From an optimization exercise on the open Yosys and OpenROAD flow, aimed at small area and a short achievable clock period; shortcuts taken in it are not production practice. The RTL was checked by simulation tests, not by an equivalence proof against the original design. No activity file was given, so power comes from the tool's default toggle rates.

v6:
// vector_sequencer
module vector_sequencer #(
    parameter int DATA_W  = 25,
    parameter int RES_W   = 25,
    parameter int DEPTH   = 64,
    parameter int AW      = 6,
    parameter int TIMEOUT = 255
) (
    input  logic              clk,
    input  logic              rst,
    input  logic              load_we,
    input  logic [AW-1:0]     load_addr,
    input  logic [DATA_W-1:0] load_data,
    input  logic [AW:0]       n_vec,
    input  logic              start,
    output logic              busy,
    output logic              done,
    output logic              err_timeout,
    output logic [DATA_W-1:0] dp_line,
    output logic              dp_set,
    input  logic              dp_calc,
    input  logic [RES_W-1:0]  dp_result,
    input  logic [AW-1:0]     res_addr,
    output logic [RES_W-1:0]  res_data,
    output logic [1:0]        dbg_state
);
    localparam int TW = $clog2(TIMEOUT + 1);
    localparam logic [1:0] S_IDLE   = 2'd0;
    localparam logic [1:0] S_ISSUE  = 2'd1;
    localparam logic [1:0] S_WAIT   = 2'd2;
    localparam logic [1:0] S_FINISH = 2'd3;
    logic [1:0]          state_q, state_d;
    logic                busy_q, done_q, set_q;
    logic                idle_q;               
    logic [1:0]          dbg_q;                
    logic                err_q, err_d;
    logic [DATA_W-1:0]   line_q;
    logic [RES_W-1:0]    res_data_q;
    logic [AW-1:0]       idx_q, idx_d;
    logic [AW-1:0]       last_q, last_d;       
    logic [TW-1:0]       tcnt_q, tcnt_d;
    logic                to_q;                 
    logic                islast_q;             
    logic                is_idle, is_issue, is_wait;
    logic                in_we, fire, res_we;
    logic [RES_W-1:0]    res_wdata;
    logic [DATA_W-1:0]   in_rd;
    logic [RES_W-1:0]    res_rd;
    assign is_idle  = idle_q;
    assign is_issue = (state_q == S_ISSUE);
    assign is_wait  = (state_q == S_WAIT);
    assign fire      = dp_calc || to_q;
    assign res_we    = is_wait && fire;
    assign res_wdata = dp_result | {RES_W{~dp_calc}};
    assign in_we     = is_idle && load_we;
    always_comb begin
  ...
Size in the first run: roughly 3,400 flip-flops, about 130 I/O pins, about 120,000 um^2 of cells after synthesis.
==> flow/config.mk <==
export PLATFORM = sky130hd
export DESIGN_NAME = vector_sequencer
export DESIGN_NICKNAME = vector_sequencer
export VERILOG_FILES = /design/flow/design.v
export SDC_FILE = /design/flow/constraint.sdc
export NUM_CORES = 4
export LEC_CHECK = 0
export CAP_MARGIN = 10
export CORE_MARGIN = 2
export CORE_UTILIZATION = 45
export CTS_BUF_LIST = sky130_fd_sc_hd__clkbuf_16
export CTS_CLUSTER_DIAMETER = 150
export CTS_CLUSTER_SIZE = 14
export SETUP_SLACK_MARGIN = 2.6
export SLEW_MARGIN = 10
==> flow/constraint.sdc <==
create_clock -name core_clock -period 5.0 [get_ports {clk}]
set_input_delay 1.0000 -clock core_clock [delete_from_list [all_inputs] [get_ports {clk}]]
set_output_delay 1.0000 -clock core_clock [all_outputs]
set_load 0.01 [all_outputs]
run.sh (not shown) runs the stock make flow with config.mk's settings and CLKGATE_MAP_FILE= SYNTH_SCRIPT=/design/flow/synth_recipe.tcl, a recipe that flattens the netlist after the stock synthesis.
Setup changes, v6 to v7
--- a/flow/design.v
+++ b/flow/design.v
@@ -158,68 +158,74 @@
         in_rd = '0;
         for (int l = 0; l < NB; l++)
             in_rd = in_rd | (in_bank[l] & {DATA_W{ilo_q[l]}});
     end
     logic [RES_W-1:0]    rring [NH][NB];
     logic [LW-1:0]       rot_q;
     logic                pv_q [2];
     logic [AW-1:0]       pa_q [2];
     logic [RES_W-1:0]    pd_q [2];
     logic [1:0]          cm_q, cm_d;           
     logic [1:0][NH-1:0]  ins_q, ins_d;         
     logic [1:0][NH-1:0]  dins;                 
-    logic [LW-1:0]       dpos;                 
-    logic [LW-1:0]       npos;                 
     logic [LW-1:0]       opos [2];             
     logic                dok, direct;
+    logic                dcls_q, ncls_q;       
+    logic [1:0][NH-1:0]  dsel_q, nsel_q;       
+    logic [LW-1:0]       dpos_n, npos_n;
     logic                wnew [2];
     logic [RES_W-1:0]    wbus;
     always_comb begin
-        dpos   = idx_q[LW-1:0] + rot_q + LW'(1);
-        npos   = idx_q[LW-1:0] + rot_q + LW'(2);
-        dok    = is_wait && (dpos[LW-2:0] == '0) && !(cm_q[0] || cm_q[1]);
+        dpos_n = idx_q[LW-1:0] + rot_q + LW'(2);
+        npos_n = idx_q[LW-1:0] + rot_q + LW'(3);
+        dok    = is_wait && dcls_q && !(cm_q[0] || cm_q[1]);
         direct = dok && fire;
         for (int k = 0; k < 2; k++)
             for (int h = 0; h < NH; h++)
-                dins[k][h] = direct && idx_q[AW-1:LW] == (AW-LW)'(h) &&
-                             dpos[LW-1] == k[0];
+                dins[k][h] = direct && dsel_q[k][h];
         for (int p = 0; p < 2; p++) begin
             opos[p] = pa_q[p][LW-1:0] + rot_q + LW'(2);
             wnew[p] = res_we && !dok && idx_q[0] == p[0];
             if (wnew[p])
-                cm_d[p] = (npos[LW-2:0] == '0);
+                cm_d[p] = ncls_q;
             else
                 cm_d[p] = pv_q[p] && !cm_q[p] && (opos[p][LW-2:0] == '0);
         end
         for (int k = 0; k < 2; k++)
             for (int h = 0; h < NH; h++) begin
                 ins_d[k][h] = 1'b0;
                 for (int p = 0; p < 2; p++) begin
                     if (wnew[p])
-                        ins_d[k][h] = ins_d[k][h] || (cm_d[p] &&
-                            idx_q[AW-1:LW] == (AW-LW)'(h) && npos[LW-1] == k[0]);
+                        ins_d[k][h] = ins_d[k][h] || (cm_d[p] && nsel_q[k][h]);
                     else
                         ins_d[k][h] = ins_d[k][h] || (cm_d[p] &&
                             pa_q[p][AW-1:LW] == (AW-LW)'(h) && opos[p][LW-1] == k[0]);
                 end
             end
         if (cm_q[1])
             wbus = pd_q[1];
         else if (cm_q[0])
             wbus = pd_q[0];
         else
             wbus = res_wdata;
     end
     always_ff @(posedge clk) begin
         rot_q <= rot_q + LW'(1);
+        dcls_q <= (dpos_n[LW-2:0] == '0);
+        ncls_q <= (npos_n[LW-2:0] == '0);
+        for (int k = 0; k < 2; k++)
+            for (int h = 0; h < NH; h++) begin
+                dsel_q[k][h] <= idx_q[AW-1:LW] == (AW-LW)'(h) && dpos_n[LW-1] == k[0];
+                nsel_q[k][h] <= idx_q[AW-1:LW] == (AW-LW)'(h) && npos_n[LW-1] == k[0];
+            end
         cm_q  <= cm_d;
         ins_q <= ins_d;
         for (int p = 0; p < 2; p++) begin
             if (wnew[p]) begin
                 pv_q[p] <= 1'b1;
                 pa_q[p] <= idx_q;
                 pd_q[p] <= res_wdata;
             end else if (cm_q[p]) begin
                 pv_q[p] <= 1'b0;
             end
         end
         for (int h = 0; h < NH; h++)
Findings:
- For timing-limited maximum frequency, dividing the value from v7 by the value from v6 gives 1.12.
- Compared with v6, in v7 vertical die dimension ~0 delta, sequential cell count +about 1%.
- Against v6 as the reference, v7 delivers a higher layout buffer count excluding clock buffers.
- For synthesized cell count, dividing the value from v7 by the value from v6 gives 1.08.
- Delta (v7 minus v6): global routing usage summed across all routing layers has increased; worst-case setup margin in the final layout increased 0.31 ns; maximum clock skew at final layout went up; die footprint barely changed; post-route non-filler standard cell count now sits higher.
- On critical path arrival: v7 sits below v6.
- Looking at clock group share of total power, v7 sits 0.3 points above v6.
- Looking at worst setup path category, the reg2reg result is from v6; the in2reg one comes from v7.

## separate check: timing with driven ports
Ports are ideal in the flow. The routed layouts listed here were re-timed in OpenROAD.
Step 1: set_driving_cell puts a clkbuf_16 on clk and a buf_2 on each other input, an assumption about the parent block.
Step 2, shift: input delay + t, output delay - t, t = (earliest + latest rising clock arrival at the registers) / 2. This alone moves slack from input paths to output paths.
a / b / c = ideal / step 1 / step 2; a / b = the first two.
run	shift t [ns]	setup WS [ns]	pins driven straight from the clock port
v6	1.021	2.084 / 2.084 / 1.401	1
v7	1.032	2.393 / 2.321 / 1.349	1
After both steps setup and hold are still met in every run listed. The setup slack of v7, which loses most, moves by -0.072 ns with the drivers and by -1.044 ns with both steps.
